What follows belongs to an exercise in optimizing a design on an open flow for small area, a short achievable clock period and few clock cycles per item; a production flow would make more cautious choices.
At most, simulation tests tie the RTL to the original design; equivalence was not proved.
Only the layout flow was run in runs 1 and 2; the RTL was not checked for function there.
No activity file was given, so power comes from the tool's default toggle rates.

`flow/design.v`:
```
`default_nettype none
package skinny_data_pkg;
   typedef logic [127:0] block_t;
   typedef logic [7:0]   cell_t;
   typedef logic [5:0]   rc_t;
endpackage
`default_nettype wire
`default_nettype none
package skinny_ctrl_pkg;
   localparam int UNROLL = 1;
   localparam int CYCLES = 40 / 1;
endpackage
`default_nettype wire
`default_nettype none
module skinny_round_ctrl (
   input  wire logic clk,
   input  wire logic rst,
   input  wire logic start,
   input  wire logic last_round,
   output logic      busy,
   output logic      done,
   output logic      run,
   output logic      idle,
   output logic      pol
);
   logic go;
   assign go = busy || (!done && start);
   always_ff @(posedge clk) begin
      if (rst) begin
         busy <= 1'b0;
         done <= 1'b0;
         run  <= 1'b0;
         idle <= 1'b1;
      end else begin
         busy <= busy ? !last_round : (!done && start);
         done <= busy && last_round;
         run  <= go;
         idle <= !go;
      end
   end
   always_ff @(posedge clk) begin
      pol <= idle || !pol;
   end
endmodule
`default_nettype wire
`default_nettype none
module skinny_round_counter (
   input  wire logic                     clk,
   input  wire logic                     run,
   input  wire logic                     idle,
   output logic [6*1-1:0]   rcs,
   output logic                          last_round
);
   localparam int U = 1;
   function automatic logic [5:0] rc_step(input logic [5:0] rc);
      rc_step = {rc[4:0], rc[5] ^ rc[4] ^ 1'b1};
   endfunction
   function automatic logic [5:0] rc_after(input int n);
      logic [5:0] r;
      r = '0;
      for (int i = 0; i < n; i++) r = rc_step(r);
      rc_after = r;
   endfunction
   localparam logic [5:0] LAST_RC = rc_after(40 - U);
   logic [5:0] lfsr;
   logic [5:0] chain [U+1];
   always_comb begin
      chain[0] = lfsr;
      for (int j = 0; j < U; j++) begin
         chain[j+1]    = rc_step(chain[j]);
         rcs[6*j +: 6] = chain[j+1];
      end
   end
   assign last_round = (lfsr == LAST_RC);
   always_ff @(posedge clk) begin
      lfsr <= chain[U] & {6{run}} & {6{!idle}};
   end
endmodule
`default_nettype wire
`default_nettype none
module skinny_sbox8 (
   input  wire logic [7:0] si,
   output logic [7:0]      so
);
   logic [7:0] a;
   assign a[0] = ~(si[7] | si[6]) ^ si[4];
   assign a[1] = ~(si[3] | si[2]) ^ si[0];
   assign a[2] = ~(si[2] | si[1]) ^ si[6];
   assign a[3] = ~(a[0] | a[1]) ^ si[5];
   assign a[4] = ~(a[1] | si[3]) ^ si[1];
   assign a[5] = ~(a[2] | a[3]) ^ si[7];
   assign so[7] = a[3];
   assign so[6] = a[0];
   assign so[5] = a[1];
   assign so[4] = ~(a[3] | a[0]);          
   assign so[3] = a[4];
   assign so[2] = a[2];
   assign so[1] = ~(a[2] | a[3]);          
   assign so[0] = ~(a[4] | a[5]);          
endmodule
module skinny_sbox_layer (
   input  wire logic [127:0] state_in,
   output logic [127:0]      state_out
);
   for (genvar i = 0; i < 16; i++) begin : g_cell
      skinny_sbox8 u_sbox (
         .si (state_in[i*8 +: 8]),
         .so (state_out[i*8 +: 8])
      );
   end
endmodule
`default_nettype wire
`default_nettype none
module skinny_round_early (
   input  wire logic [127:0] state_in,
   input  wire logic [63:0]  rtk,
   input  wire logic [5:0]   rc,
   output logic [127:0]      early
);
   logic [127:0] z, e, s;
   logic [31:0]  s0, s1, s2, s3;
   for (genvar i = 0; i < 16; i++) begin : g_cell
      logic [7:0] si;
      assign si = state_in[i*8 +: 8];
      assign z[i*8 +: 8] = {3'b000, si[3], 2'b00, si[7], si[2]};
   end
   assign e = z ^ {rtk, 64'h0} ^
              {4'h0, rc[3:0], 24'h0, 6'h0, rc[5:4], 24'h0, 8'h02, 56'h0};
   assign s = {e[127:96], e[71:64], e[95:72], e[47:32], e[63:48], e[23:0], e[31:24]};
   assign {s0, s1, s2, s3} = s;
   assign early = {s0 ^ s2 ^ s3, s0, s1 ^ s2, s0 ^ s2};
endmodule
module skinny_round_mix (
   input  wire logic [127:0] sb,
   input  wire logic [127:0] early,
   input  wire logic [127:0] plaintext,
   input  wire logic         run,
   input  wire logic         idle,
   output logic [127:0]      state_nxt
);
   logic [127:0] state_out;
   logic [127:0] s;
   logic [31:0]  y0, y1, y2, y3, e0, e1, e2, e3;
   assign s = {sb[127:96], sb[71:64], sb[95:72], sb[47:32], sb[63:48], sb[23:0], sb[31:24]};
   assign {y0, y1, y2, y3} = s;
   assign {e0, e1, e2, e3} = early;
   assign state_out = {(y0 ^ y2) ^ (y3 ^ e0),
                       y0 ^ e1,
                       y1 ^ (y2 ^ e2),
                       (y0 ^ y2) ^ e3};
   assign state_nxt = (state_out & {128{run}}) | (plaintext & {128{idle}});
endmodule
module skinny_round_datapath (
   input  wire logic [127:0] state_in,
   input  wire logic [63:0]  rtk,
   input  wire logic [5:0]   rc,
   input  wire logic [127:0] plaintext,
   input  wire logic         run,
   input  wire logic         idle,
   output logic [127:0]      state_nxt
);
   logic [127:0] sb, early;
   skinny_sbox_layer u_sbox (
      .state_in  (state_in),
      .state_out (sb)
   );
   skinny_round_early u_early (
      .state_in (state_in),
      .rtk      (rtk),
      .rc       (rc),
      .early    (early)
   );
   skinny_round_mix u_mix (
      .sb        (sb),
      .early     (early),
      .plaintext (plaintext),
      .run       (run),
      .idle      (idle),
      .state_nxt (state_nxt)
   );
endmodule
`default_nettype wire
`default_nettype none
module skinny_tweakey_schedule (
   input  wire logic                       run,
   input  wire logic                       idle,
   input  wire logic [383:0]               tweakey,
   input  wire logic                       pol,
   input  wire logic [127:0]               tk1_q,
   input  wire logic [127:0]               tk2_q,
   input  wire logic [127:0]               tk3_q,
   output logic [64*1-1:0]    rtk,      
   output logic [127:0]                    tk1_d,    
   output logic [127:0]                    tk2_d,
   output logic [127:0]                    tk3_d
);
   logic [127:0] tk1_nxt, tk2_nxt, tk3_nxt;  
   localparam int U = 1;
   localparam logic [63:0] PERM = 64'h9F8DAECB01234567;
   function automatic logic [127:0] permute(input logic [127:0] ki);
      logic [127:0] ko;
      for (int p = 0; p < 16; p++) begin
         ko[127-p*8 -: 8] = ki[127-int'(PERM[63-p*4 -: 4])*8 -: 8];
      end
      permute = ko;
   endfunction
   function automatic logic [127:0] step2(input logic [127:0] x, input logic fix);
      logic [127:0] p;
      p = permute(x);
      step2 = p;
      for (int c = 0; c < 8; c++) begin
         step2[127-c*8 -: 8] = {p[126-c*8 -: 7], p[127-c*8] ^ p[125-c*8] ^ fix};
      end
   endfunction
   function automatic logic [127:0] step3(input logic [127:0] x);
      logic [127:0] p;
      p = permute(x);
      step3 = p;
      for (int c = 0; c < 8; c++) begin
         step3[127-c*8 -: 8] = {p[120-c*8] ^ p[126-c*8], p[127-c*8 -: 7]};
      end
   endfunction
   logic [127:0] t1 [U+1];
   logic [127:0] t2 [U+1];
   logic [127:0] t3 [U+1];
   always_comb begin
      t1[0] = tk1_q;
      t2[0] = tk2_q;
      t3[0] = tk3_q;
      for (int j = 0; j < U; j++) begin
         rtk[64*j +: 64] = t1[j][127:64] ^ t2[j][127:64] ^ t3[j][127:64];
         t1[j+1] = permute(t1[j]);
         t2[j+1] = step2(t2[j], pol);
         t3[j+1] = step3(t3[j]);
      end
   end
   assign tk1_nxt = t1[U];
   assign tk2_nxt = t2[U];
   assign tk3_nxt = t3[U];
   assign tk3_d = (tk3_nxt & {128{run}}) | (tweakey[127:0] & {128{idle}});
   assign tk1_d = ~((tk1_nxt | {128{idle}}) & (tweakey[383:256] | {128{run}}));
   assign tk2_d = ~((tk2_nxt | {128{idle}}) & (tweakey[255:128] | {128{run}}));
endmodule
`default_nettype wire
`timescale 1ns/10ps
`default_nettype none
module skinny_core (
   input  wire logic                     clk,
   input  wire logic                     rst,
   input  wire logic                     start,
   input  wire skinny_data_pkg::block_t  plaintext,
   input  wire logic [383:0]             tweakey,
   output logic                          busy,
   output logic                          done,
   output skinny_data_pkg::block_t       ciphertext
);
   localparam int U = 1;
   logic                last_round;
   logic                run, idle, pol;
   logic [6*U-1:0]      rcs;
   logic [64*U-1:0]     rtk;
   logic [127:0]        state_q, tk1_q, tk2_q, tk3_q;
   logic [127:0]        tk1_d, tk2_d, tk3_d;
   skinny_round_ctrl u_ctrl (
      .clk        (clk),
      .rst        (rst),
      .start      (start),
      .last_round (last_round),
      .busy       (busy),
      .done       (done),
      .run        (run),
      .idle       (idle),
      .pol        (pol)
   );
   skinny_round_counter u_counter (
      .clk        (clk),
      .run        (run),
      .idle       (idle),
      .rcs        (rcs),
      .last_round (last_round)
   );
   skinny_tweakey_schedule u_sched (
      .run     (run),
      .idle    (idle),
      .tweakey (tweakey),
      .pol     (pol),
      .tk1_q   (tk1_q),
      .tk2_q   (tk2_q),
      .tk3_q   (tk3_q),
      .rtk     (rtk),
      .tk1_d   (tk1_d),
      .tk2_d   (tk2_d),
      .tk3_d   (tk3_d)
   );
   logic [127:0]        state_nxt;
   skinny_round_datapath u_round (
      .state_in  (state_q),
      .rtk       (rtk),
      .rc        (rcs),
      .plaintext (plaintext),
      .run       (run),
      .idle      (idle),
      .state_nxt (state_nxt)
   );
   always_ff @(posedge clk) begin
      state_q <= state_nxt;
      tk1_q   <= tk1_d;
      tk2_q   <= tk2_d;
      tk3_q   <= tk3_d;
   end
   assign ciphertext = state_q;
endmodule
`default_nettype wire
```
`flow/flow/run.sh`:
```
#!/bin/bash
set -euo pipefail
bash standard.sh "BUFFER_PORTS_ARGS=-buffer_cell sky130_fd_sc_hd__buf_1" finish > standard_flow.log 2>&1
```
`flow/standard.sh`:
```
#!/bin/bash
# synth_recipe.tcl (not shown) runs the flow's synth.tcl, then flattens the netlist and writes it again
# the make line also repeats each setting of config.mk as NAME=value (left out here)
make -C /OpenROAD-flow-scripts/flow DESIGN_CONFIG=/design/flow/config.mk WORK_HOME=/design/flow/orfs CLKGATE_MAP_FILE= SYNTH_SCRIPT=/design/flow/synth_recipe.tcl "${@:-finish}"
```
`flow/config.mk`:
```
export PLATFORM = sky130hd
export DESIGN_NAME = skinny_core
export DESIGN_NICKNAME = skinny_core
export VERILOG_FILES = /design/flow/design.v
export SDC_FILE = /design/flow/constraint.sdc
export NUM_CORES = 4
export LEC_CHECK = 0
export CAP_MARGIN = 20
export CORE_AREA = 2.3 2.72 192.7 192.3
export CTS_BUF_LIST = sky130_fd_sc_hd__clkbuf_16
export CTS_CLUSTER_DIAMETER = 100
export CTS_CLUSTER_SIZE = 24
export DIE_AREA = 0 0 195 195
export SETUP_SLACK_MARGIN = 2.2
export SLEW_MARGIN = 20
export SYNTH_HIERARCHICAL = 1
export SYNTH_MINIMUM_KEEP_SIZE = 0
export TNS_END_PERCENT = 30
```
`flow/constraint.sdc`:
```
create_clock -name core_clock -period 4.5 [get_ports {clk}]
set_input_delay 0.9000 -clock core_clock [delete_from_list [all_inputs] [get_ports {clk}]]
set_output_delay 0.9000 -clock core_clock [all_outputs]
set_load 0.01 [all_outputs]
```
==> results of run 1 <==
[routing by layer]
metal	global-route usage, %	vias to the layer above	wire length (um)
li1	-	8422	-
met1	52.0	9177	31900
met2	70.7	1027	40100
met3	7.75	239	7300
met4	24.3	10	5550
met5	0	-	71
[power breakdown]
part | internal, uW | total [uW] | leakage (uW) | switching [uW]
clock network | 999 | 2470 | 0.000319 | 1470
logic | 6560 | 14200 | 0.00507 | 7600
registers | 5670 | 7090 | 0.00441 | 1420
total | 13200 | 23700 | 0.00980 | 10500
[cell type report]
cell class | count | area share [%]
diodes | 39 | 0.379
flip-flops and latches | 523 | 40.7
inverters | 27 | 0.393
clock buffers | 25 | 2.43
repair buffers | 669 | 10.5
clock inverters | 3 | 0.0485
multi-input cells | 1331 | 43.3
well taps | 461 | 2.24
[logic make-up after synthesis]
group                    count (synthesis)  share of synthesized area, %
AO/OA/AOI/OAI                          579                          18.7
flip-flops                             523                          45.8
XOR/XNOR                               480                          20.9
AND/OR/NAND/NOR                        239                          7.08
buffers and inverters                  225                          6.09
multiplexers                            32                          1.40
adder cells (fa/ha/maj)                  1                        0.0548
[worst max-delay path by stage]
| stage | end | cells after the start | slack, ps |
|---|---|---|---|
| floorplan | state_q[120] | 7 | 2200 |
| global placement | state_q[48] | 7 | 2070 |
| detailed placement | state_q[48] | 7 | 2000 |
| CTS | ciphertext[66] | 1 | 2100 |
| global route | state_q[8] | 7 | 2100 |
| finish | state_q[104] | 7 | 2160 |
[stage by stage]
step	instances	worst slack, ps	util [%]	hold slack, ps	power [uW]
floorplan	2079	2200	-	383	17100
global placement	2997	2070	69.4	400	20300
detailed placement	2997	2000	69.4	406	20500
CTS	3032	2100	71.7	413	23300
global route	3071	2100	72.2	420	24700
finish	3078	2160	72.3	412	23700
[Yosys stat by module (local to each module, per instance), a selection]
module / flip-flops and latches / times used / cell area, um2 / cells inside
skinny_round_ctrl: 5 / 1 / 153 / 14
skinny_round_early: 0 / 1 / 1380 / 151
skinny_core: 512 / 1 / 10200 / 512
skinny_tweakey_schedule: 0 / 1 / 4640 / 615
skinny_round_counter: 6 / 1 / 240 / 23
skinny_round_mix: 0 / 1 / 3450 / 380
skinny_sbox8: 0 / 16 / 170 / 24
[cells in the final DEF (no fill, tap or decap), drive strengths merged, types with 12 or more instances in the layout]
master	synthesis	layout
nand3b	33	33
o22ai	256	256
dfxtp	523	523
nor4	16	16
nor2	34	34
xnor2	344	344
o21a	32	32
mux2i	32	32
nor3	32	32
buf	184	668
inv	27	28
diode	0	39
nand3	32	32
or2	16	16
nand2	34	34
o21ai	32	32
clkbuf	14	26
or3	32	32
a22o	256	256
xor2	114	114
xor3	12	12
[timing repair]
item | 4_1_cts | 5_1_grt
pin swaps | 3 | 5
buffers inserted | 7 | 7
resized for setup | 22 | 14
setup endpoints to repair | 23 | 26
[critical path: stages (launching register included)]
cell and delay (ps):
dfxtp_1 580, nor3_2 120, nor4_4 390, mux2i_4 360
mux2i_4 330, xnor2_2 170, xnor2_1 100, a22o_1 180
[registers in the layout (all words and copies together) (netlist names)]
signal,count
tk1_q,128
state_q,128
u_ctrl.idle,1
u_ctrl.busy,1
u_ctrl.pol,1
u_ctrl.done,1
u_counter.lfsr,6
u_ctrl.run,1
tk2_q,128
tk3_q,128
==> qor.csv, run 1 <==
stage,metric,value,unit
status,outcome,timing/DRC/antenna clean,
worst_setup_path,arrival,2810,ps
job,cap_violations,0,
synthesis,synth_nets,2595,
drt,ant_nets,0,
drt,wl_per_cell,27.6,um
clocking,cts_buffer_depth,3,
power_and_ir_drop,total_leakage_power,0.00980,uW
sta,slew_headroom,34.2,%
clocking,root_buffer,clkbuf_16,
die,fp.dieW,195,um
drt,firstDrtPassIters,5,
hold_path,worst_hold_startpoint,tk2_q[41],
worst_setup_path,crit_start,state_q[59],
sta,period_share,51.9,%
die,dieHeight,195,um
sta,grt_setup_unrepaired,yes,
clocking,tritoncts,yes,
synthesis,synth_area,0.0228,mm2
grt,grt_usage,42.5,%
sta,fmax,428,MHz
synthesis,ys_ff_latch,523,
synthesis,yosysTopAreaCell,dfxtp_1,
worst_setup_path,startpoint_type,flop,
drt,avgViaCountPerCell,6.13,
die,core_region_area,0.0357,mm2
synthesis,synth_common_cells,"dfxtp_1, xnor2_1, a22o_1, o22ai_1, xor2_1",
grt,grt_pass1_wl,118000,um
hold_path,hold_end,tk2_q[90],
placed_design,io_buffers,644,
finish,seqCellArea,0.0105,mm2
worst_setup_path,path_class,flop to flop,
grt,grt_pass1_vias,18100,
sta,setup_viol_count_final,0,
synthesis,synth-edff-count,0,
die,io_pins,645,
power_and_ir_drop,vdd_drop_max,428,uV
die,die_area,0.0380,mm2
worst_setup_path,r2r-end,state_q[104],
sta,maxSlewViolCount,0,
sta,timing.final.crit_period,2340,ps
sta,setup_tns,0,ps
synthesis,yosysMostFrequentCell,dfxtp_1,
hold_path,hold_path_depth,1,
sta,skew,28.6,ps
drt,drc,0,
worst_setup_path,timing.rr.start,state_q[59],
placed_design,place.gp.congestion,1.02,
synthesis,synthFlopType,dfxtp_1,
worst_setup_path,end_kind,flop,
placed_design,place_hpwl,68300,um
hold_path,hold_class,flop to flop,
grt,overflow,0,
die,start_util,64.1,%
clocking,tritoncts.num_buffers,25,
clocking,htree_num_levels,1,
finish,finalInstanceArea,0.0258,mm2
worst_setup_path,r2r_cells,7,
drt,finalWirelength,84900,um
sta,hold_viol,0,
finish,area_growth,12.9,%
worst_setup_path,reg2reg_slack,2160,ps
synthesis,synthTopCellsByArea,"dfxtp_1, xnor2_1, a22o_1",
synthesis,synth_cell_types,35,
drt,vias,18900,
synthesis,yosysWarnings,14,
placed_design,dpl_cell_area,0.0248,mm2
synthesis,yosys.area.top_type_share,45.8,%
drt,drt-initial-drc-count,1708,
sta,tightest_slew,987,ps
synthesis,syn_inst,2079,
finish,drive_above_1_share,5.78,%
finish,finalNetCount,3093,
clocking,clock_sinks,523,
worst_setup_path,required,4970,ps
finish,multi_input_area,0.0112,mm2
clocking,clk_pin_slew,110,ps
worst_setup_path,worstPathMaxFanout,8,
clocking,postCtsHoldBufs,0,
die,num_rows,69,
power_and_ir_drop,power.density,920,mW/mm2
synthesis,synthArstFlopShare,0,%
synthesis,avgSynthCellArea,11.0,um2
grt,antenna_found_initial,37,
finish,fillerInstances,2730,
clocking,clk_latency,580,ps
grt,grt_max_degree,131,
synthesis,seq_area_frac_synth,45.8,%
==> run 2, diff against run 1 <==
--- a/flow/config.mk
+++ b/flow/config.mk
@@ -11,8 +11,7 @@
 export CTS_CLUSTER_DIAMETER = 100
 export CTS_CLUSTER_SIZE = 24
 export DIE_AREA = 0 0 195 195
-export SETUP_SLACK_MARGIN = 2.2
+export SETUP_SLACK_MARGIN = 2.45
 export SLEW_MARGIN = 20
 export SYNTH_HIERARCHICAL = 1
 export SYNTH_MINIMUM_KEEP_SIZE = 0
-export TNS_END_PERCENT = 30
==> qor.csv, run 2 <==
stage,metric,value,unit
clocking,clock_sinks,523,
finish,finalInstanceArea,0.0284,mm2
synthesis,synthFlopType,dfxtp_1,
die,start_util,64.1,%
drt,ant_nets,0,
drt,avgViaCountPerCell,6.17,
die,core_region_area,0.0357,mm2
clocking,clk_pin_slew,100,ps
placed_design,dpl_cell_area,0.0248,mm2
power_and_ir_drop,p_comb_share,64.0,%
worst_setup_path,arrival,2780,ps
sta,slew_headroom,40.9,%
clocking,tritoncts.num_buffers,26,
die,dieHeight,195,um
sta,period_share,50.9,%
power_and_ir_drop,p_sw_share,42.5,%
synthesis,yosysWarnings,14,
synthesis,seq_area_frac_synth,45.8,%
grt,grt_pass1_vias,18800,
worst_setup_path,startpoint_type,flop,
worst_setup_path,path_class,flop to flop,
worst_setup_path,r2r-end,state_q[16],
finish,area_growth,24.5,%
worst_setup_path,required,4990,ps
finish,fillerInstances,2347,
synthesis,synth_area,0.0228,mm2
synthesis,yosys.area.top_type_share,45.8,%
clocking,htree_num_levels,1,
placed_design,dp_slack,1940,ps
synthesis,synthArstFlopShare,0,%
synthesis,yosysTopAreaCell,dfxtp_1,
worst_setup_path,crit_start,state_q[119],
synthesis,yosysMostFrequentCell,dfxtp_1,
synthesis,synth-edff-count,0,
sta,timing.final.crit_period,2290,ps
finish,finalNetCount,3234,
synthesis,synth_nets,2595,
finish,layout_common_cells,"buf_1, dfxtp_1, xnor2_1, a22o_1, o22ai_1",
worst_setup_path,timing.rr.start,state_q[119],
status,outcome,timing/DRC/antenna clean,
synthesis,synthTopCellsByArea,"dfxtp_1, xnor2_1, a22o_1",
sta,setup_tns,0,ps
grt,grt_max_degree,107,
grt,antenna_found_initial,46,
drt,vias,19900,
finish,drive_above_1_share,22.1,%
sta,skew,19.3,ps
worst_setup_path,worstPathMaxFanout,6,
power_and_ir_drop,p_seq_share,26.4,%
drt,wl_per_cell,27.5,um
sta,setup_viol_count_final,0,
clocking,cts_buffer_depth,3,
job,cap_violations,0,
grt,grt_usage,43.4,%
die,io_pins,645,
die,num_rows,69,
power_and_ir_drop,power.density,951,mW/mm2
die,fp.dieW,195,um
synthesis,avgSynthCellArea,11.0,um2
clocking,root_buffer,clkbuf_16,
power_and_ir_drop,internal_power,15600,uW
sta,worst_slack,2210,ps
drt,finalWirelength,89000,um
synthesis,ys_ff_latch,523,
sta,hold_viol,0,
synthesis,syn_inst,2079,
sta,grt_setup_unrepaired,yes,
worst_setup_path,r2r_cells,7,
hold_path,hold_class,flop to flop,
worst_setup_path,reg2reg_slack,2210,ps
finish,multi_input_area,0.0117,mm2
clocking,clk_latency,610,ps
power_and_ir_drop,p_sw,11500,uW
placed_design,io_buffers,644,
drt,firstDrtPassIters,5,
sta,fmax,437,MHz
sta,tightest_slew,880,ps
finish,final_common_cell,buf_1,
grt,overflow,0,
grt,grt_pass1_wl,120000,um
power_and_ir_drop,pwr-share-clk,9.6,%
sta,maxSlewViolCount,0,
synthesis,synth_cell_types,35,
die,die_area,0.0380,mm2
synthesis,synth_common_cells,"dfxtp_1, xnor2_1, a22o_1, o22ai_1, xor2_1",
power_and_ir_drop,total_leakage_power,0.0113,uW
power_and_ir_drop,vdd_drop_max,444,uV
finish,seqCellArea,0.0109,mm2
clocking,tritoncts,yes,
worst_setup_path,crit_end,state_q[16],
drt,drt-initial-drc-count,1749,
placed_design,place.gp.congestion,1.01,
worst_setup_path,end_kind,flop,
placed_design,place_hpwl,68400,um
drt,drc,0,
[run 2: cell counts after synthesis]
No cell type changed its count.
[run 2: power groups by stage]
stage | Combinational [uW] | Sequential, uW | Clock [uW]
6_report | 17300 | 7140 | 2600
5_1_grt | 18000 | 7240 | 2750
4_1_cts | 15600 | 7050 | 2580
3_5_place_dp | 13500 | 7170 | 0
3_3_place_gp | 13400 | 7110 | 0
2_1_floorplan | 10300 | 6930 | 0
[run 2: cell type report]
type / instances / share of cell area (%)
Clock inverter: 5 / 0.264
Antenna cell: 48 / 0.422
Clock buffer: 26 / 2.29
Tap cell: 461 / 2.03
Sequential cell: 523 / 38.3
Inverter: 27 / 0.356
Multi-Input combinational cell: 1331 / 41.2
Timing Repair Buffer: 809 / 15.1
[run 2: what timing repair did]
action,4_1_cts,5_1_grt
pin swaps,33,34
setup buffers,102,48
endpoints found under the setup margin,165,159
resized for setup,389,142
hold buffers,0,0
[run 2: how the worst min path moves through the flow]
stage | from | to | slack [ps] | cells past startpoint
final | tk1_q[25] | tk1_q[73] | 420 | 1
after global routing | tk1_q[53] | tk1_q[125] | 420 | 1
after CTS | tk1_q[53] | tk1_q[125] | 420 | 1
after detailed placement | tk1_q[25] | tk1_q[73] | 410 | 1
after global placement | tk1_q[24] | tk1_q[72] | 400 | 1
after floorplan | u_ctrl.pol | u_ctrl.pol | 380 | 1
[run 2: per-module statistics from Yosys (local to each module, per instance), a selection]
| module | flip-flops and latches | copies in the design |
|---|---|---|
| skinny_round_counter | 6 | 1 |
| skinny_core | 512 | 1 |
| skinny_round_early | 0 | 1 |
| skinny_sbox8 | 0 | 16 |
| skinny_round_mix | 0 | 1 |
| skinny_round_ctrl | 5 | 1 |
| skinny_tweakey_schedule | 0 | 1 |
[run 2: routing by layer]
metal / share of wire [%] / track usage, % / vias to the layer above / routed length (um)
li1: - / - / 8720 / -
met1: 36 / 51.9 / 9666 / 32000
met2: 47 / 71.5 / 1229 / 41700
met3: 9.5 / 9.53 / 305 / 8450
met4: 7.6 / 27.2 / 10 / 6790
met5: 0.078 / 0 / - / 69
[run 2: logic make-up after synthesis]
| group | count (synthesis) | share of synthesized area [%] |
|---|---|---|
| AOI/OAI and AO/OA | 579 | 18.7 |
| DFF | 523 | 45.8 |
| xor gates and xnor gates | 480 | 20.9 |
| and+or+nand+nor | 239 | 7.08 |
| buffers and inverters | 225 | 6.09 |
| muxes | 32 | 1.40 |
| adders and majority gates | 1 | 0.0548 |
[run 2: per-stage QoR]
stage	total power (uW)	util [%]	std cells	hold slack (ps)
3_5_place_dp	20600	69.7	3001	406
2_1_floorplan	17200	-	2079	383
4_1_cts	25200	76.7	3134	418
3_3_place_gp	20500	69.7	3001	401
5_1_grt	28000	79.7	3221	422
6_report	27000	79.8	3230	420
[run 2: critical path: stages (launching register included)]
cell and delay, ps:
dfxtp_4 380, o21a_1 220, nor4_4 420, mux2i_4 350, mux2i_4 350, xnor2_4 110, xnor2_1 130, a22o_1 190
==> run 3, diff against run 2 <==
--- a/flow/design.v
+++ b/flow/design.v
@@ -89,66 +89,85 @@
    assign a[3] = ~(a[0] | a[1]) ^ si[5];
    assign a[4] = ~(a[1] | si[3]) ^ si[1];
    assign a[5] = ~(a[2] | a[3]) ^ si[7];
-   assign so[7] = a[3];
-   assign so[6] = a[0];
-   assign so[5] = a[1];
-   assign so[4] = ~(a[3] | a[0]);          
-   assign so[3] = a[4];
-   assign so[2] = a[2];
-   assign so[1] = ~(a[2] | a[3]);          
-   assign so[0] = ~(a[4] | a[5]);          
+   assign a[6] = ~(a[3] | a[0]) ^ si[3];
+   assign so = {a[3], a[0], a[1], a[6], a[4], a[2], a[5], ~(a[4] | a[5])};
+endmodule
+module skinny_sbox8_k (
+   input  wire logic [7:0] si,
+   input  wire logic [7:1] kk,
+   output logic [7:0]      so
+);
+   logic [7:0] a;
+   assign a[0] = ~(si[7] | si[6]) ^ si[4];
+   assign a[1] = ~(si[3] | si[2]) ^ si[0];
+   assign a[2] = ~(si[2] | si[1]) ^ si[6];
+   assign a[3] = ~(a[0] | a[1]) ^ si[5];
+   assign a[4] = ~(a[1] | si[3]) ^ si[1];
+   assign a[5] = ~(a[2] | a[3]) ^ si[7];
+   assign a[6] = ~(a[3] | a[0]) ^ si[3];
+   assign so = {a[3], a[0], a[1], a[6], a[4], a[2], a[5], ~(a[4] | a[5])} ^ {kk, 1'b0};
 endmodule
 module skinny_sbox_layer (
    input  wire logic [127:0] state_in,
+   input  wire logic [55:0]  kk,
    output logic [127:0]      state_out
 );
    for (genvar i = 0; i < 16; i++) begin : g_cell
-      skinny_sbox8 u_sbox (
-         .si (state_in[i*8 +: 8]),
-         .so (state_out[i*8 +: 8])
-      );
+      if (i >= 8) begin : g_key
+         skinny_sbox8_k u_sbox (
+            .si (state_in[i*8 +: 8]),
+            .kk (kk[(i-8)*7 +: 7]),
+            .so (state_out[i*8 +: 8])
+         );
+      end else begin : g_plain
+         skinny_sbox8 u_sbox (
+            .si (state_in[i*8 +: 8]),
+            .so (state_out[i*8 +: 8])
+         );
+      end
    end
 endmodule
 `default_nettype wire
 `default_nettype none
 module skinny_round_early (
    input  wire logic [127:0] state_in,
-   input  wire logic [63:0]  rtk,
-   input  wire logic [5:0]   rc,
-   output logic [127:0]      early
+   input  wire logic [7:0]   k0,      
+   output logic [15:0]       e0
 );
-   logic [127:0] z, e, s;
-   logic [31:0]  s0, s1, s2, s3;
-   for (genvar i = 0; i < 16; i++) begin : g_cell
-      logic [7:0] si;
-      assign si = state_in[i*8 +: 8];
-      assign z[i*8 +: 8] = {3'b000, si[3], 2'b00, si[7], si[2]};
+   logic [15:0] x, s;
+   logic [3:0]  s0, s1, s2, s3;
+   for (genvar c = 0; c < 16; c++) begin : g_cell
+      if (c < 8) begin : g_key
+         assign x[15-c] = state_in[127-8*c-5] ^ k0[7-c];
+      end else begin : g_plain
+         assign x[15-c] = state_in[127-8*c-5];
+      end
    end
-   assign e = z ^ {rtk, 64'h0} ^
-              {4'h0, rc[3:0], 24'h0, 6'h0, rc[5:4], 24'h0, 8'h02, 56'h0};
-   assign s = {e[127:96], e[71:64], e[95:72], e[47:32], e[63:48], e[23:0], e[31:24]};
+   assign s = {x[15:12], x[8], x[11:9], x[5:4], x[7:6], x[2:0], x[3]};
    assign {s0, s1, s2, s3} = s;
-   assign early = {s0 ^ s2 ^ s3, s0, s1 ^ s2, s0 ^ s2};
+   assign e0 = {s0 ^ s2 ^ s3, s0, s1 ^ s2, s0 ^ s2};
 endmodule
 module skinny_round_mix (
    input  wire logic [127:0] sb,
-   input  wire logic [127:0] early,
+   input  wire logic [15:0]  e0,
    input  wire logic [127:0] plaintext,
    input  wire logic         run,
    input  wire logic         idle,
    output logic [127:0]      state_nxt
 );
-   logic [127:0] state_out;
-   logic [127:0] s;
-   logic [31:0]  y0, y1, y2, y3, e0, e1, e2, e3;
+   logic [127:0] s, t, m;
+   logic [31:0]  y0, y1, y2, y3;
    assign s = {sb[127:96], sb[71:64], sb[95:72], sb[47:32], sb[63:48], sb[23:0], sb[31:24]};
    assign {y0, y1, y2, y3} = s;
-   assign {e0, e1, e2, e3} = early;
-   assign state_out = {(y0 ^ y2) ^ (y3 ^ e0),
-                       y0 ^ e1,
-                       y1 ^ (y2 ^ e2),
-                       (y0 ^ y2) ^ e3};
-   assign state_nxt = (state_out & {128{run}}) | (plaintext & {128{idle}});
+   for (genvar c = 0; c < 16; c++) begin : g_cell
+      logic [7:0] ec;
+      assign ec[0]   = e0[15-c];
+      assign ec[1]   = (c == 2 || c == 10 || c == 14);
+      assign ec[7:2] = '0;
+      assign t[127-8*c -: 8] = ec;
+   end
+   assign m = {(y0 ^ y2) ^ y3, y0, y1 ^ y2, y0 ^ y2};
+   assign state_nxt = ((m ^ t) & {128{run}}) | (plaintext & {128{idle}});
 endmodule
 module skinny_round_datapath (
    input  wire logic [127:0] state_in,
@@ -159,20 +178,29 @@
    input  wire logic         idle,
    output logic [127:0]      state_nxt
 );
-   logic [127:0] sb, early;
+   logic [127:0] sb;
+   logic [15:0]  e0;
+   logic [63:0]  kk;
+   logic [55:0]  kk_hi;
+   logic [7:0]   k0;
+   assign kk = rtk ^ {4'h0, rc[3:0], 24'h0, 6'h0, rc[5:4], 24'h0};
+   for (genvar c = 0; c < 8; c++) begin : g_kk
+      assign kk_hi[(7-c)*7 +: 7] = kk[63-8*c -: 7];
+      assign k0[7-c]             = kk[56-8*c];
+   end
    skinny_sbox_layer u_sbox (
       .state_in  (state_in),
+      .kk        (kk_hi),
       .state_out (sb)
    );
    skinny_round_early u_early (
       .state_in (state_in),
-      .rtk      (rtk),
-      .rc       (rc),
-      .early    (early)
+      .k0       (k0),
+      .e0       (e0)
    );
    skinny_round_mix u_mix (
       .sb        (sb),
-      .early     (early),
+      .e0        (e0),
       .plaintext (plaintext),
       .run       (run),
       .idle      (idle),
--- a/flow/config.mk
+++ b/flow/config.mk
@@ -11,7 +11,7 @@
 export CTS_CLUSTER_DIAMETER = 100
 export CTS_CLUSTER_SIZE = 24
 export DIE_AREA = 0 0 195 195
-export SETUP_SLACK_MARGIN = 2.45
+export SETUP_SLACK_MARGIN = 2.4
 export SLEW_MARGIN = 20
 export SYNTH_HIERARCHICAL = 1
 export SYNTH_MINIMUM_KEEP_SIZE = 0
==> qor.csv, run 3 <==
stage,metric,value,unit
status,outcome,timing/DRC/antenna clean,
die,dieHeight,195,um
synthesis,synth-edff-count,0,
worst_setup_path,required,4990,ps
synthesis,synth_area,0.0210,mm2
power_and_ir_drop,vdd_drop_max,443,uV
sta,fmax,442,MHz
placed_design,place_hpwl,66200,um
clocking,clk_pin_slew,100,ps
clocking,tritoncts.num_buffers,26,
worst_setup_path,path_class,flop to flop,
grt,grt_pass1_wl,117000,um
finish,layout_common_cells,"buf_1, dfxtp_1, xnor2_1, o22ai_1, a22o_1",
die,io_pins,645,
clocking,clock_sinks,523,
die,fp.dieW,195,um
synthesis,avgSynthCellArea,10.7,um2
grt,antenna_found_initial,28,
worst_setup_path,worstPathMaxFanout,4,
clocking,htree_num_levels,1,
drt,ant_nets,0,
finish,drive_above_1_share,16.8,%
synthesis,synth_cell_types,40,
worst_setup_path,slowest_stage,dfxtp_4,
worst_setup_path,arrival,2750,ps
sta,timing.final.crit_period,2260,ps
die,die_area,0.0380,mm2
die,start_util,58.8,%
synthesis,synthFlopType,dfxtp_1,
synthesis,yosys.area_share.adder,0.0597,%
drt,firstDrtPassIters,6,
drt,finalWirelength,85300,um
drt,avgViaCountPerCell,6.09,
clocking,root_buffer,clkbuf_16,
synthesis,ys_ff_latch,523,
synthesis,yosysMostFrequentCell,dfxtp_1,
sta,setup_tns,0,ps
sta,skew,20.9,ps
placed_design,dp_slack,2010,ps
placed_design,place.gp.congestion,0.976,
synthesis,syn_inst,1966,
drt,wl_per_cell,27.4,um
drt,drc,0,
grt,grt_pass1_vias,17700,
worst_setup_path,crit_path_max_incr_delay,370,ps
synthesis,yosys.area.top_type_share,49.9,%
synthesis,yosys.area_share.simple,8.52,%
synthesis,seq_area_frac_synth,49.9,%
power_and_ir_drop,power.density,915,mW/mm2
grt,overflow,0,
job,cap_violations,0,
sta,period_share,50.3,%
synthesis,synth_compound_area_share,18.9,%
clocking,tritoncts,yes,
die,core_region_area,0.0357,mm2
sta,setup_viol_count_final,0,
finish,finalNetCount,3130,
finish,final_common_cell,buf_1,
worst_setup_path,startpoint_type,flop,
sta,worst_slack,2240,ps
sta,hold_viol,0,
sta,maxSlewViolCount,0,
synthesis,yosysWarnings,14,
worst_setup_path,critPathTopFamily,multiplexers,
power_and_ir_drop,total_leakage_power,0.0100,uW
synthesis,synthArstFlopShare,0,%
grt,grt_max_degree,116,
finish,fillerInstances,2734,
worst_setup_path,end_kind,flop,
sta,whs,420,ps
synthesis,synthXorXnorAreaFrac,18.0,%
synthesis,synth_nets,2482,
grt,grt_usage,42.1,%
placed_design,io_buffers,644,
synthesis,yosysTopAreaCell,dfxtp_1,
synthesis,synth_common_cells,"dfxtp_1, xnor2_1, o22ai_1",
synthesis,synthTopCellsByArea,"dfxtp_1, xnor2_1, a22o_1",
worst_setup_path,crit_path_cell_trace,o21a_1 > nor4_4 > mux2i_2 > mux2i_2 > buf_4 > xnor2_4 > xor2_2 > o21ai_1,
clocking,cts_buffer_depth,3,
synthesis,synth_top_family_by_area,compound AO/OA/AOI/OAI gates,
finish,area_growth,25.0,%
sta,grt_setup_unrepaired,yes,
worst_setup_path,crit_top_cell,mux2i_2,
sta,tightest_slew,873,ps
worst_setup_path,path_buf_inv,1,
drt,drt-initial-drc-count,1683,
clocking,clk_latency,600,ps
synthesis,synthMuxAreaShare,1.15,%
drt,vias,18900,
sta,slew_headroom,41.8,%
die,num_rows,69,
hold_path,hold_class,flop to flop,
-- run 3: cell count changes after synthesis, moves of 24 or more --
cell / before / now
a22o_1: 256 / 184
buf_4: 86 / 9
inv_1: 27 / 3
nand2_1: 34 / 106
nor2_1: 34 / 10
o21ai_0: 32 / 74
o21ai_1: 0 / 46
xnor2_2: 31 / 1
-- run 3: what timing repair did --
| action | CTS | global route |
|---|---|---|
| hold buffers | 0 | 0 |
| resized for setup | 261 | 133 |
| pin swaps | 38 | 48 |
| gates cloned | 1 | 0 |
| buffers inserted | 46 | 38 |
| endpoints found under the setup margin | 276 | 161 |
-- run 3: worst paths after layout --
kind	endpoint	from	depth (start not counted)	slack (ps)
worst min-delay path	tk1_q[71]	tk1_q[39]	1	420
worst max-delay path	state_q[24]	state_q[47]	8	2240
worst max register to register	state_q[24]	state_q[47]	8	2240
worst min register to register	tk1_q[71]	tk1_q[39]	1	420
-- run 3: final cells by class --
class	instances	area [um2]	share of cell area, %
antenna	29	72.6	0.277
clock buffer	26	651	2.48
clock inverter	4	72.6	0.277
inverter	3	13.8	0.0525
multi-input combinational	1321	10700	40.7
sequential	523	10800	41.1
tap	461	577	2.20
timing repair buffer	739	3370	12.9
-- run 3: power breakdown --
group / internal (uW) / switching (uW) / total (uW)
Clock: 1060 / 1540 / 2600
Sequential: 5890 / 1410 / 7300
Combinational: 6710 / 7370 / 14100
Total: 13700 / 10300 / 24000
-- run 3: cell families after synthesis --
| group | after synthesis |
|---|---|
| mux | 24 |
| simple gates | 303 |
| xor+xnor | 414 |
| compound gates | 579 |
| fa+ha+maj | 1 |
| buf+inv | 122 |
| flops | 523 |
-- run 3: stage by stage --
stage	total power, uW	cells	util, %	area, um2
final	24000	3106	73.5	26200
after global routing	24900	3100	73.5	26200
after CTS	22100	3039	70.8	25300
after detailed placement	17900	2962	65.8	23500
after global placement	17800	2962	65.8	23500
after floorplan	14400	1966	-	21000
-- run 3: per-module statistics from Yosys (local to each module, per instance), excerpt --
module	flip-flops and latches	copies in the design	area, um2	cells
skinny_round_mix	0	1	2250	340
skinny_round_datapath	0	1	52.6	6
skinny_tweakey_schedule	0	1	4640	615
skinny_round_ctrl	5	1	153	14
skinny_sbox8_k	0	8	210	28
skinny_round_early	0	1	240	24
skinny_core	512	1	10200	512
skinny_sbox8	0	8	183	26
-- run 3: metal layers --
| layer | part of all wire, % | up-vias | wire, um | global-route usage (%) |
|---|---|---|---|---|
| met5 | 0.043 | - | 37 | 0 |
| met4 | 6.5 | 6 | 5520 | 22.6 |
| met3 | 8.4 | 249 | 7180 | 7.69 |
| met2 | 47 | 1088 | 40500 | 69.7 |
| met1 | 38 | 9218 | 32100 | 52.5 |
| li1 | - | 8350 | - | - |
Testbench counts of run 3, summed over its fixed seeds: cycles 16,120, items 384.
==> run 4, diff against run 3 <==
--- a/flow/config.mk
+++ b/flow/config.mk
@@ -11,7 +11,7 @@
 export CTS_CLUSTER_DIAMETER = 100
 export CTS_CLUSTER_SIZE = 24
 export DIE_AREA = 0 0 195 195
-export SETUP_SLACK_MARGIN = 2.4
+export SETUP_SLACK_MARGIN = 2.3
 export SLEW_MARGIN = 20
 export SYNTH_HIERARCHICAL = 1
 export SYNTH_MINIMUM_KEEP_SIZE = 0
==> qor.csv, run 4 <==
stage,metric,value,unit
placed_design,dpl_cell_area,0.0234,mm2
synthesis,synthFlopType,dfxtp_1,
sta,skew,17.1,ps
placed_design,post-place-cells,2965,
sta,timing.final.crit_period,2280,ps
worst_setup_path,r2r_cells,9,
power_and_ir_drop,vdd_drop_max,429,uV
synthesis,synth-edff-count,0,
grt,grt_pass1_wl,113000,um
grt,grt_max_degree,155,
synthesis,synth_cell_types,40,
synthesis,seq_area_frac_synth,49.9,%
clocking,clk_pin_slew,100,ps
die,fp.dieW,195,um
drt,firstDrtPassIters,5,
sta,setup_tns,0,ps
sta,tightest_slew,812,ps
worst_setup_path,arrival,2710,ps
clocking,tritoncts,yes,
finish,layout_common_cells,"buf_1, dfxtp_1, xnor2_1, o22ai_1, a22o_1",
clocking,tritoncts.num_buffers,25,
synthesis,yosysTopAreaCell,dfxtp_1,
clocking,cts_buffer_depth,3,
synthesis,yosysWarnings,14,
sta,setup_viol_count_final,0,
synthesis,synthArstFlopShare,0,%
clocking,postCtsHoldBufs,0,
finish,finalInstanceArea,0.0252,mm2
clocking,clk_latency,590,ps
grt,antenna_found_initial,27,
die,num_rows,69,
worst_setup_path,worstPathMaxFanout,7,
synthesis,yosys.area.top_type_share,49.9,%
synthesis,synth_nets,2482,
die,io_pins,645,
finish,area_growth,20.1,%
synthesis,yosysMostFrequentCell,dfxtp_1,
drt,vias,18400,
power_and_ir_drop,fin_total_pwr,22000,uW
drt,wl_per_cell,26.9,um
grt,grt_usage,40.9,%
sta,grt_setup_unrepaired,yes,
finish,drive_above_1_share,10.4,%
clocking,root_buffer,clkbuf_16,
worst_setup_path,startpoint_type,flop,
worst_setup_path,required,4930,ps
drt,avgViaCountPerCell,6.00,
drt,finalWirelength,82400,um
drt,drt-initial-drc-count,1596,
die,start_util,58.8,%
worst_setup_path,crit_start,state_q[34],
worst_setup_path,reg2reg_slack,2220,ps
synthesis,avgSynthCellArea,10.7,um2
grt,overflow,0,
sta,maxSlewViolCount,0,
die,die_area,0.0380,mm2
worst_setup_path,timing.rr.start,state_q[34],
hold_path,hold_class,flop to flop,
sta,slew_headroom,45.9,%
sta,period_share,50.7,%
placed_design,place_hpwl,65600,um
finish,seqCellArea,0.0106,mm2
synthesis,synthTopCellsByArea,"dfxtp_1, xnor2_1, a22o_1",
worst_setup_path,path_class,flop to flop,
finish,final_common_cell,buf_1,
clocking,htree_num_levels,1,
job,cap_violations,0,
die,core_region_area,0.0357,mm2
drt,drc,0,
synthesis,ys_ff_latch,523,
power_and_ir_drop,power.density,873,mW/mm2
placed_design,place.gp.congestion,1.01,
finish,fin_cells,3070,
finish,fillerInstances,2861,
placed_design,io_buffers,644,
finish,multi_input_area,0.0103,mm2
worst_setup_path,r2r-end,state_q[48],
synthesis,synth_common_cells,"dfxtp_1, xnor2_1, o22ai_1",
sta,fmax,438,MHz
synthesis,synth_area,0.0210,mm2
power_and_ir_drop,total_leakage_power,0.00953,uW
worst_setup_path,crit_end,state_q[48],
grt,grt_pass1_vias,17400,
sta,hold_viol,0,
worst_setup_path,end_kind,flop,
finish,finalNetCount,3096,
drt,ant_nets,0,
synthesis,syn_inst,1966,
die,dieHeight,195,um
clocking,clock_sinks,523,
status,outcome,timing/DRC/antenna clean,
run 4: power breakdown:
group          switching [uW]  internal, uW
logic                    6670          5710
clock network            1480          1010
registers                1380          5740
total                    9520         12500
run 4: layer usage:
metal  vias to the layer above  global-route usage (%)  routed length, um
li1                       8273                       -                  -
met1                      8935                    50.7              31800
met2                       959                    66.5              38800
met3                       238                    7.84               6520
met4                         8                    24.1               5310
met5                         -                       0                 54
run 4: kinds of logic after synthesis:
| group | Yosys count | share of synthesized area (%) |
|---|---|---|
| AOI/OAI and AO/OA | 579 | 18.9 |
| muxes | 24 | 1.15 |
| buffers and inverters | 122 | 3.45 |
| and+or+nand+nor | 303 | 8.52 |
| adders and majority gates | 1 | 0.0597 |
| DFF | 523 | 49.9 |
| xor gates and xnor gates | 414 | 18.0 |
run 4: how the worst min path moves through the flow:
stage | startpoint | to | depth (start not counted)
2_1_floorplan | u_ctrl.pol | u_ctrl.pol | 1
3_3_place_gp | tk2_q[46] | tk2_q[95] | 1
3_5_place_dp | tk2_q[16] | tk2_q[97] | 1
4_1_cts | tk1_q[15] | tk1_q[87] | 1
5_1_grt | tk1_q[10] | tk1_q[82] | 1
6_report | tk2_q[26] | tk2_q[75] | 1
run 4: modules after synthesis, one instance, submodules excluded, a selection:
module,cell area [um2],cells inside
skinny_round_counter,240,23
skinny_round_ctrl,153,14
skinny_core,10200,512
skinny_sbox8,183,26
skinny_tweakey_schedule,4640,615
skinny_round_datapath,52.6,6
skinny_round_early,240,24
skinny_round_mix,2250,340
skinny_sbox8_k,210,28
run 4: timing repair:
item / in CTS / in global routing
setup buffers: 18 / 31
pin swaps: 18 / 35
endpoints found under the setup margin: 66 / 56
gates resized for setup: 79 / 90
run 4: final cells by class:
class / instances / area share [%]
timing repair buffer: 706 / 11.8
sequential: 523 / 42.0
clock buffer: 25 / 2.48
tap: 461 / 2.29
inverter: 3 / 0.0447
multi-input combinational: 1321 / 41.0
clock inverter: 5 / 0.139
antenna: 26 / 0.258
run 4: stage by stage:
step                hold slack, ps  utilization [%]  setup WS (ps)
finish                         421             70.6           2220
global route                   428             70.6           2160
CTS                            419             68.6           2250
detailed placement             406             65.6           1950
floorplan                      383                -           2330
global placement               400             65.6           1980
run 4: worst max-delay path, cell delays in order (launching register included):
cell and delay (ps):
dfxtp_4 370, buf_4 180, o21ai_0 350, nand3_1 160
mux2i_2 160, buf_4 170, mux2i_4 340, xor2_2 190
xnor2_1 120, o21ai_0 90
==> run 5, diff against run 4 <==
--- a/flow/config.mk
+++ b/flow/config.mk
@@ -11,7 +11,8 @@
 export CTS_CLUSTER_DIAMETER = 100
 export CTS_CLUSTER_SIZE = 24
 export DIE_AREA = 0 0 195 195
-export SETUP_SLACK_MARGIN = 2.3
+export PLACE_DENSITY = 0.9
+export SETUP_SLACK_MARGIN = 2.2
 export SLEW_MARGIN = 20
 export SYNTH_HIERARCHICAL = 1
 export SYNTH_MINIMUM_KEEP_SIZE = 0
==> qor.csv, run 5 <==
stage,metric,value,unit
sta,skew,20.1,ps
synthesis,seq_area_frac_synth,49.9,%
synthesis,yosys.area.top_type_share,49.9,%
sta,fmax,436,MHz
power_and_ir_drop,pwr-share-clk,11.8,%
drt,wl_per_cell,27.4,um
drt,finalWirelength,83200,um
die,num_rows,69,
synthesis,synth_nets,2482,
finish,final_common_cell,buf_1,
power_and_ir_drop,p_sw_share,43.9,%
synthesis,ys_ff_latch,523,
clocking,tritoncts.num_buffers,25,
drt,firstDrtPassIters,5,
die,io_pins,645,
sta,setup_tns,0,ps
synthesis,yosysMostFrequentCell,dfxtp_1,
clocking,clock_sinks,523,
synthesis,synth_cell_types,40,
drt,drt-initial-drc-count,1761,
grt,grt_pass1_wl,115000,um
placed_design,dp_slack,1900,ps
finish,finalNetCount,3071,
synthesis,avgSynthCellArea,10.7,um2
die,fp.dieW,195,um
clocking,clk_latency,570,ps
power_and_ir_drop,total_leakage_power,0.00929,uW
power_and_ir_drop,vdd_drop_max,435,uV
worst_setup_path,worstPathMaxFanout,6,
clocking,root_buffer,clkbuf_16,
drt,ant_nets,0,
grt,grt_pass1_vias,17600,
die,core_region_area,0.0357,mm2
job,cap_violations,0,
sta,maxSlewViolCount,0,
sta,hold_viol,0,
die,start_util,58.8,%
worst_setup_path,crit_path_max_incr_delay,480,ps
synthesis,synthArstFlopShare,0,%
clocking,tritoncts,yes,
worst_setup_path,startpoint_type,flop,
power_and_ir_drop,internal_power,12000,uW
drt,vias,18500,
drt,topRoutingLayerUsed,met5,
grt,overflow,0,
finish,drive_above_1_share,6.53,%
power_and_ir_drop,p_sw,9410,uW
sta,timing.final.crit_period,2290,ps
worst_setup_path,critPathTopFamily,flip-flops,
synthesis,synthTopCellsByArea,"dfxtp_1, xnor2_1, a22o_1",
placed_design,place_hpwl,66700,um
synthesis,synth-edff-count,0,
placed_design,place.gp.congestion,1.02,
drt,avgViaCountPerCell,6.10,
grt,grt_usage,41.4,%
sta,grt_setup_unrepaired,yes,
worst_setup_path,arrival,1390,ps
placed_design,io_buffers,644,
clocking,postCtsHoldBufs,0,
grt,grt_max_degree,182,
worst_setup_path,required,3600,ps
synthesis,yosysWarnings,14,
drt,wl_met1,30700,um
drt,dr_wl_met2,38800,um
sta,setup_viol_count_final,0,
worst_setup_path,crit_path_cell_trace,buf_1,
drt,routed-wl-met3,7440,um
synthesis,syn_inst,1966,
clocking,htree_num_levels,1,
die,die_area,0.0380,mm2
power_and_ir_drop,p_seq_share,33.1,%
finish,layout_common_cells,"buf_1, dfxtp_1, xnor2_1, o22ai_1, a22o_1",
sta,period_share,51.0,%
hold_path,hold_class,flop to flop,
grt,antenna_found_initial,20,
finish,area_growth,17.6,%
clocking,cts_buffer_depth,3,
synthesis,synth_common_cells,"dfxtp_1, xnor2_1, o22ai_1",
status,outcome,timing/DRC/antenna clean,
power_and_ir_drop,power.density,869,mW/mm2
worst_setup_path,path_class,flop to output port,
die,dieHeight,195,um
synthesis,yosysTopAreaCell,dfxtp_1,
drt,drc,0,
sta,tightest_slew,795,ps
synthesis,synth_area,0.0210,mm2
worst_setup_path,slowest_stage,dfxtp_1,
clocking,clk_pin_slew,110,ps
power_and_ir_drop,p_comb_share,55.1,%
worst_setup_path,path_buf_inv,1,
worst_setup_path,end_kind,output port,
sta,worst_slack,2210,ps
sta,slew_headroom,47.0,%
synthesis,synthFlopType,dfxtp_1,
-- run 5: cell counts after synthesis --
Identical to the previous run, type by type.
-- run 5: Yosys stat by module (local to each module, per instance), excerpt --
module	flops+latches	times used	cells inside	area, um2
skinny_core	512	1	512	10200
skinny_round_counter	6	1	23	240
skinny_round_ctrl	5	1	14	153
skinny_round_datapath	0	1	6	52.6
skinny_round_early	0	1	24	240
skinny_round_mix	0	1	340	2250
skinny_sbox8	0	8	26	183
skinny_sbox8_k	0	8	28	210
skinny_tweakey_schedule	0	1	615	4640
-- run 5: power groups by stage --
| stage | Clock, uW | Sequential [uW] | Combinational, uW |
|---|---|---|---|
| 6_report | 2530 | 7090 | 11800 |
| 5_1_grt | 2670 | 7160 | 12400 |
| 3_5_place_dp | 0 | 7110 | 10600 |
| 2_1_floorplan | 0 | 6840 | 7530 |
| 4_1_cts | 2520 | 7010 | 10900 |
| 3_3_place_gp | 0 | 7050 | 10500 |
-- run 5: what timing repair did --
item | in CTS | in global routing
pin swaps | 0 | 15
setup buffers | 5 | 19
setup endpoints to repair | 24 | 30
gates resized for setup | 21 | 54
-- run 5: per-stage QoR --
| stage | cells | total power [uW] | utilization [%] | hold slack [ps] | instance area (um2) |
|---|---|---|---|---|---|
| 2_1_floorplan | 1966 | 14400 | - | 383 | 21000 |
| 3_3_place_gp | 2965 | 17600 | 65.7 | 401 | 23400 |
| 4_1_cts | 2998 | 20500 | 68.0 | 412 | 24200 |
| 5_1_grt | 3032 | 22300 | 69.1 | 428 | 24600 |
| 3_5_place_dp | 2965 | 17700 | 65.7 | 408 | 23400 |
| 6_report | 3035 | 21400 | 69.1 | 419 | 24700 |
-- run 5: layout make-up --
| class | instances | area [um2] |
|---|---|---|
| Fill cell | 2814 | 11000 |
| Sequential cell | 523 | 10500 |
| Multi-Input combinational cell | 1321 | 10100 |
| Timing Repair Buffer | 681 | 2760 |
| Clock buffer | 25 | 626 |
| Tap cell | 461 | 577 |
| Antenna cell | 18 | 45.0 |
| Clock inverter | 3 | 37.5 |
| Inverter | 3 | 11.3 |
-- run 5: kinds of logic (layout without fill, tap and decap cells) --
| logic type | Yosys count | after routing | share of synthesized area (%) |
|---|---|---|---|
| AO/OA/AOI/OAI | 579 | 579 | 18.9 |
| flip-flops | 523 | 523 | 49.9 |
| XOR/XNOR | 414 | 414 | 18.0 |
| AND/OR/NAND/NOR | 303 | 303 | 8.52 |
| buffers and inverters | 122 | 712 | 3.45 |
| multiplexers | 24 | 24 | 1.15 |
| adder cells (fa/ha/maj) | 1 | 1 | 0.0597 |
| other | 0 | 18 | 0 |
-- run 5: worst reg2reg max path: cells and delay by family, from the launching register on --
family	cells	cell delay [ps]
AO/OA/AOI/OAI	2	300
XOR/XNOR	2	370
flip-flops	1	370
multiplexers	2	750
AND/OR/NAND/NOR	1	360
-- run 5: path summary, 6_finish.rpt --
path | from | endpoint | slack [ps] | cells after the start
setup / recovery | state_q[45] | ciphertext[45] | 2210 | 1
hold / removal | tk2_q[49] | tk2_q[122] | 420 | 1
setup reg to reg | state_q[59] | state_q[40] | 2230 | 7
hold reg to reg | tk2_q[49] | tk2_q[122] | 420 | 1
-- run 5: metal layers --
metal | up-vias | GRT usage, %
met5 | - | 0
met4 | 4 | 26.8
met3 | 288 | 8.05
met2 | 1110 | 67.8
met1 | 8887 | 49.9
li1 | 8222 | -
==> run 6, diff against run 5 <==
--- a/flow/config.mk
+++ b/flow/config.mk
@@ -11,7 +11,6 @@
 export CTS_CLUSTER_DIAMETER = 100
 export CTS_CLUSTER_SIZE = 24
 export DIE_AREA = 0 0 195 195
-export PLACE_DENSITY = 0.9
 export SETUP_SLACK_MARGIN = 2.2
 export SLEW_MARGIN = 20
 export SYNTH_HIERARCHICAL = 1
==> qor.csv, run 6 <==
stage,metric,value,unit
sta,hold_viol,0,
drt,finalWirelength,81700,um
die,dieHeight,195,um
placed_design,post-place-cells,2965,
drt,ant_nets,0,
power_and_ir_drop,total_leakage_power,0.00929,uW
drt,topRoutingLayerUsed,met5,
synthesis,avgSynthCellArea,10.7,um2
finish,finalInstanceArea,0.0246,mm2
grt,grt_max_degree,155,
synthesis,seq_area_frac_synth,49.9,%
synthesis,yosysWarnings,14,
sta,timing.final.crit_period,2310,ps
finish,layout_common_cells,"buf_1, dfxtp_1, xnor2_1, o22ai_1, a22o_1",
sta,skew,20.2,ps
worst_setup_path,required,4960,ps
drt,vias,18400,
worst_setup_path,critical_path_depth,7,
job,cap_violations,0,
synthesis,synth_nets,2482,
placed_design,place_hpwl,65600,um
grt,grt_pass1_wl,113000,um
worst_setup_path,crit_start,state_q[39],
synthesis,ys_ff_latch,523,
die,num_rows,69,
power_and_ir_drop,power.density,855,mW/mm2
synthesis,synth_common_cells,"dfxtp_1, xnor2_1, o22ai_1",
finish,area_growth,17.5,%
worst_setup_path,crit_path_max_incr_delay,530,ps
die,core_region_area,0.0357,mm2
synthesis,synthFlopType,dfxtp_1,
synthesis,yosysMostFrequentCell,dfxtp_1,
sta,worst_slack,2190,ps
worst_setup_path,r2r-end,state_q[119],
die,start_util,58.8,%
drt,routed-wl-met3,7230,um
placed_design,dp_slack,1950,ps
clocking,tritoncts.num_buffers,25,
clocking,clk_latency,590,ps
worst_setup_path,crit_top_cell,xor2_1,
clocking,cts_buffer_depth,3,
worst_setup_path,worstPathMaxFanout,6,
sta,period_share,51.3,%
drt,wl_met1,30800,um
drt,wl_per_cell,26.8,um
synthesis,yosysTopAreaCell,dfxtp_1,
worst_setup_path,critPathTopFamily,XOR/XNOR gates,
sta,maxSlewViolCount,0,
synthesis,synthTopCellsByArea,"dfxtp_1, xnor2_1, a22o_1",
drt,avgViaCountPerCell,6.02,
worst_setup_path,timing.rr.start,state_q[39],
worst_setup_path,slowest_stage,xor2_1,
synthesis,synth-edff-count,0,
drt,firstDrtPassIters,5,
status,outcome,timing/DRC/antenna clean,
drt,drt-initial-drc-count,1602,
grt,overflow,0,
sta,setup_tns,0,ps
die,die_area,0.0380,mm2
die,io_pins,645,
placed_design,place.gp.congestion,1.01,
sta,grt_setup_unrepaired,yes,
finish,finalNetCount,3074,
power_and_ir_drop,vdd_drop_max,428,uV
sta,setup_viol_count_final,0,
synthesis,synthArstFlopShare,0,%
synthesis,synth_cell_types,40,
grt,grt_pass1_vias,17300,
worst_setup_path,arrival,2770,ps
finish,drive_above_1_share,6.56,%
sta,tightest_slew,825,ps
synthesis,syn_inst,1966,
worst_setup_path,crit_end,state_q[119],
worst_setup_path,end_kind,flop,
sta,slew_headroom,45.0,%
worst_setup_path,r2r_cells,7,
finish,fin_cells,3049,
worst_setup_path,reg2reg_slack,2190,ps
synthesis,yosys.area.top_type_share,49.9,%
clocking,root_buffer,clkbuf_16,
grt,grt_usage,40.7,%
die,fp.dieW,195,um
sta,fmax,433,MHz
finish,fin_util,69.1,%
worst_setup_path,path_class,flop to flop,
worst_setup_path,startpoint_type,flop,
clocking,clock_sinks,523,
drt,dr_wl_met2,38600,um
synthesis,synth_area,0.0210,mm2
clocking,clk_pin_slew,100,ps
grt,antenna_found_initial,27,
worst_setup_path,crit_path_cell_trace,o21a_1 > nor4_4 > buf_4 > xor2_1 > xor2_1 > xnor2_1 > o21ai_1,
hold_path,hold_class,flop to flop,
placed_design,io_buffers,644,
finish,final_common_cell,buf_1,
clocking,htree_num_levels,1,
clocking,tritoncts,yes,
worst_setup_path,path_buf_inv,1,
drt,drc,0,
placed_design,dpl_cell_area,0.0234,mm2
finish,fillerInstances,2922,
==> run 6: per-stage QoR <==
step / power, uW / hold slack [ps]
6_report: 21100 / 423
5_1_grt: 22000 / 428
3_5_place_dp: 17600 / 406
2_1_floorplan: 14400 / 383
4_1_cts: 20300 / 419
3_3_place_gp: 17500 / 400
==> run 6: report_power, final <==
group / switching, uW / internal (uW)
Clock: 1480 / 1010
Sequential: 1380 / 5690
Combinational: 6340 / 5160
Total: 9200 / 11900
==> run 6: per-module statistics from Yosys (local to each module, per instance), a selection <==
module,cells inside,flip-flops and latches,area (um2)
skinny_sbox8_k,28,0,210
skinny_sbox8,26,0,183
skinny_round_ctrl,14,5,153
skinny_round_counter,23,6,240
skinny_round_mix,340,0,2250
skinny_tweakey_schedule,615,0,4640
skinny_round_datapath,6,0,52.6
skinny_round_early,24,0,240
skinny_core,512,512,10200
==> run 6: worst min-delay path by stage <==
stage	start	endpoint	slack, ps	depth (start not counted)
after floorplan	u_ctrl.pol	u_ctrl.pol	380	1
after global placement	tk2_q[46]	tk2_q[95]	400	1
after detailed placement	tk2_q[16]	tk2_q[97]	410	1
after CTS	tk1_q[15]	tk1_q[87]	420	1
after global routing	tk1_q[10]	tk1_q[82]	430	1
final	tk2_q[26]	tk2_q[75]	420	1
==> run 6: final cells by class <==
cell class / count / area (um2) / share of cell area, %
clock inverter: 5 / 35.0 / 0.142
timing repair buffer: 684 / 2770 / 11.2
clock buffer: 25 / 626 / 2.54
multi-input combinational: 1321 / 10000 / 40.7
inverter: 3 / 11.3 / 0.0457
tap: 461 / 577 / 2.34
sequential: 523 / 10500 / 42.7
antenna: 27 / 67.6 / 0.274
==> run 6: cells by family after synthesis <==
| logic type | Yosys count | synth area share (%) |
|---|---|---|
| multiplexers | 24 | 1.15 |
| buffers and inverters | 122 | 3.45 |
| XOR/XNOR | 414 | 18.0 |
| adder cells (fa/ha/maj) | 1 | 0.0597 |
| AND/OR/NAND/NOR | 303 | 8.52 |
| AO/OA/AOI/OAI | 579 | 18.9 |
| flip-flops | 523 | 49.9 |
==> run 6: per-layer routing <==
metal  track usage (%)  vias up
li1                  -     8239
met1              50.4     8887
met2              66.5     1011
met3              8.08      218
met4              23.4        4
met5                 0        -
==> run 6: timing repair <==
action,4_1_cts,5_1_grt
gates resized for setup,21,50
hold buffers,0,0
pin swaps,2,15
buffers inserted,3,24
setup endpoints to repair,21,27
==> run 7, diff against run 6 <==
--- a/flow/config.mk
+++ b/flow/config.mk
@@ -11,7 +11,8 @@
 export CTS_CLUSTER_DIAMETER = 100
 export CTS_CLUSTER_SIZE = 24
 export DIE_AREA = 0 0 195 195
-export SETUP_SLACK_MARGIN = 2.2
+export PLACE_DENSITY = 0.8
+export SETUP_SLACK_MARGIN = 2.3
 export SLEW_MARGIN = 20
 export SYNTH_HIERARCHICAL = 1
 export SYNTH_MINIMUM_KEEP_SIZE = 0
==> qor.csv, run 7 <==
stage,metric,value,unit
status,outcome,timing/DRC/antenna clean,
die,dieHeight,195,um
synthesis,yosysMostFrequentCell,dfxtp_1,
finish,fillerInstances,2868,
worst_setup_path,path_class,flop to flop,
synthesis,synth_cell_types,40,
grt,grt_usage,41.6,%
worst_setup_path,reg2reg_slack,2250,ps
worst_setup_path,slowest_stage,mux2i_2,
sta,worst_slack,2250,ps
worst_setup_path,crit_start,state_q[47],
synthesis,synth_area,0.0210,mm2
finish,area_growth,19.6,%
synthesis,synth_common_cells,"dfxtp_1, xnor2_1, o22ai_1",
synthesis,synth_nets,2482,
finish,final_common_cell,buf_1,
worst_setup_path,crit_path_cell_trace,o21a_1 > nor4_4 > mux2i_2 > mux2i_2 > xnor2_2 > xor2_1 > o21ai_0,
sta,setup_viol_count_final,0,
hold_path,hold_class,flop to flop,
clocking,cts_buffer_depth,3,
synthesis,syn_inst,1966,
synthesis,synthTopCellsByArea,"dfxtp_1, xnor2_1, a22o_1",
placed_design,dpl_cell_area,0.0234,mm2
hold_path,hold_path_depth,1,
die,core_region_area,0.0357,mm2
worst_setup_path,crit_path_max_incr_delay,390,ps
drt,ant_nets,0,
synthesis,seq_area_frac_synth,49.9,%
die,num_rows,69,
synthesis,avgSynthCellArea,10.7,um2
job,cap_violations,0,
worst_setup_path,crit_top_cell,mux2i_2,
sta,skew,25.6,ps
worst_setup_path,end_kind,flop,
sta,slew_headroom,37.0,%
clocking,root_buffer,clkbuf_16,
finish,layout_common_cells,"buf_1, dfxtp_1, xnor2_1, o22ai_1, a22o_1",
placed_design,place.gp.congestion,1.00,
power_and_ir_drop,vdd_drop_max,386,uV
synthesis,yosysTopAreaCell,dfxtp_1,
worst_setup_path,critPathTopFamily,multiplexers,
drt,firstDrtPassIters,7,
clocking,clk_latency,570,ps
finish,drive_above_1_share,9.90,%
drt,avgViaCountPerCell,6.10,
finish,finalInstanceArea,0.0251,mm2
synthesis,synth-edff-count,0,
clocking,tritoncts.num_buffers,25,
placed_design,io_buffers,644,
clocking,clk_pin_slew,110,ps
worst_setup_path,required,4940,ps
worst_setup_path,arrival,2690,ps
clocking,postCtsHoldBufs,0,
sta,grt_setup_unrepaired,yes,
hold_path,hold_end,tk2_q[122],
worst_setup_path,r2r-end,state_q[24],
hold_path,worst_hold_startpoint,tk2_q[49],
drt,vias,18700,
sta,tightest_slew,945,ps
die,io_pins,645,
sta,setup_tns,0,ps
grt,grt_pass1_wl,115000,um
power_and_ir_drop,power.density,885,mW/mm2
synthesis,yosys.area.top_type_share,49.9,%
drt,finalWirelength,84200,um
grt,antenna_found_initial,28,
die,start_util,58.8,%
worst_setup_path,timing.rr.start,state_q[47],
worst_setup_path,r2r_cells,7,
die,die_area,0.0380,mm2
die,fp.dieW,195,um
sta,fmax,444,MHz
grt,overflow,0,
sta,maxSlewViolCount,0,
synthesis,yosysWarnings,14,
drt,drt-initial-drc-count,1773,
sta,hold_viol,0,
grt,grt_pass1_vias,17600,
worst_setup_path,startpoint_type,flop,
worst_setup_path,path_buf_inv,0,
finish,finalNetCount,3092,
synthesis,synthFlopType,dfxtp_1,
clocking,tritoncts,yes,
grt,grt_max_degree,169,
placed_design,place_hpwl,67100,um
sta,timing.final.crit_period,2250,ps
worst_setup_path,worstPathMaxFanout,6,
power_and_ir_drop,total_leakage_power,0.00949,uW
drt,drc,0,
synthesis,synthArstFlopShare,0,%
clocking,clock_sinks,523,
clocking,htree_num_levels,1,
placed_design,dp_slack,1910,ps
drt,wl_per_cell,27.4,um
synthesis,ys_ff_latch,523,
sta,period_share,50.1,%
## run 7: worst max path at each step
stage | endpoint | slack [ps] | depth (start not counted)
2_1_floorplan | state_q[8] | 2330 | 7
3_3_place_gp | state_q[16] | 1920 | 7
3_5_place_dp | state_q[16] | 1910 | 7
4_1_cts | state_q[48] | 2270 | 8
5_1_grt | state_q[32] | 2210 | 7
6_report | state_q[24] | 2250 | 7
## run 7: metrics by stage
step	std cells	util, %	hold WS, ps	power, uW
2_1_floorplan	1966	-	383	14400
3_3_place_gp	2963	65.7	401	17600
3_5_place_dp	2963	65.7	405	17700
4_1_cts	3013	68.7	413	20900
5_1_grt	3061	70.3	425	23100
6_report	3068	70.4	413	22200
## run 7: layer usage
layer / wire length, um / vias up / GRT usage (%) / share of wire [%]
li1: - / 8267 / - / -
met1: 31300 / 9025 / 51.0 / 37
met2: 39000 / 1159 / 67.5 / 46
met3: 7560 / 270 / 8.31 / 9.0
met4: 6200 / 8 / 25.9 / 7.4
met5: 57 / - / 0 / 0.068
## run 7: cell families (layout without fill, tap and decap cells)
group / Yosys count / after routing / synth area share [%]
flops: 523 / 523 / 49.9
other cells: 0 / 30 / 0
simple gates: 303 / 303 / 8.52
xor+xnor: 414 / 414 / 18.0
compound gates: 579 / 579 / 18.9
buf+inv: 122 / 733 / 3.45
mux: 24 / 24 / 1.15
fa+ha+maj: 1 / 1 / 0.0597
## run 7: Yosys stat by module (local to each module, per instance), a selection
module / times used / cells inside / flops+latches / area, um2
skinny_core: 1 / 512 / 512 / 10200
skinny_tweakey_schedule: 1 / 615 / 0 / 4640
skinny_round_mix: 1 / 340 / 0 / 2250
skinny_round_counter: 1 / 23 / 6 / 240
skinny_round_early: 1 / 24 / 0 / 240
skinny_sbox8_k: 8 / 28 / 0 / 210
skinny_sbox8: 8 / 26 / 0 / 183
skinny_round_ctrl: 1 / 14 / 5 / 153
skinny_round_datapath: 1 / 6 / 0 / 52.6
## run 7: where the power goes
group	internal [uW]	switching, uW
registers	5740	1410
clock network	1000	1460
logic	5790	6810
## run 7: area by class of cell
type                            instances  area (um2)  area share, %
Inverter                                3        13.8         0.0549
Multi-Input combinational cell       1321       10200           40.9
Timing Repair Buffer                  702        2960           11.8
Sequential cell                       523       10600           42.1
Clock buffer                           25         626           2.49
Clock inverter                          3        15.0         0.0599
Tap cell                              461         577           2.30
Antenna cell                           30        75.1          0.299
## run 7: what timing repair did
action                                  4_1_cts  5_1_grt
pin swaps                                    16       35
resized for setup                            64       94
setup buffers                                22       25
endpoints found under the setup margin       53       63

Check on run 7: ideal ports give 2.247 ns setup slack; a clkbuf_16 on the clock port and buf_2 on the inputs give 2.247 ns; moving port delays by the midpoint clock arrival (0.614 ns) as well gives 2.247 ns.
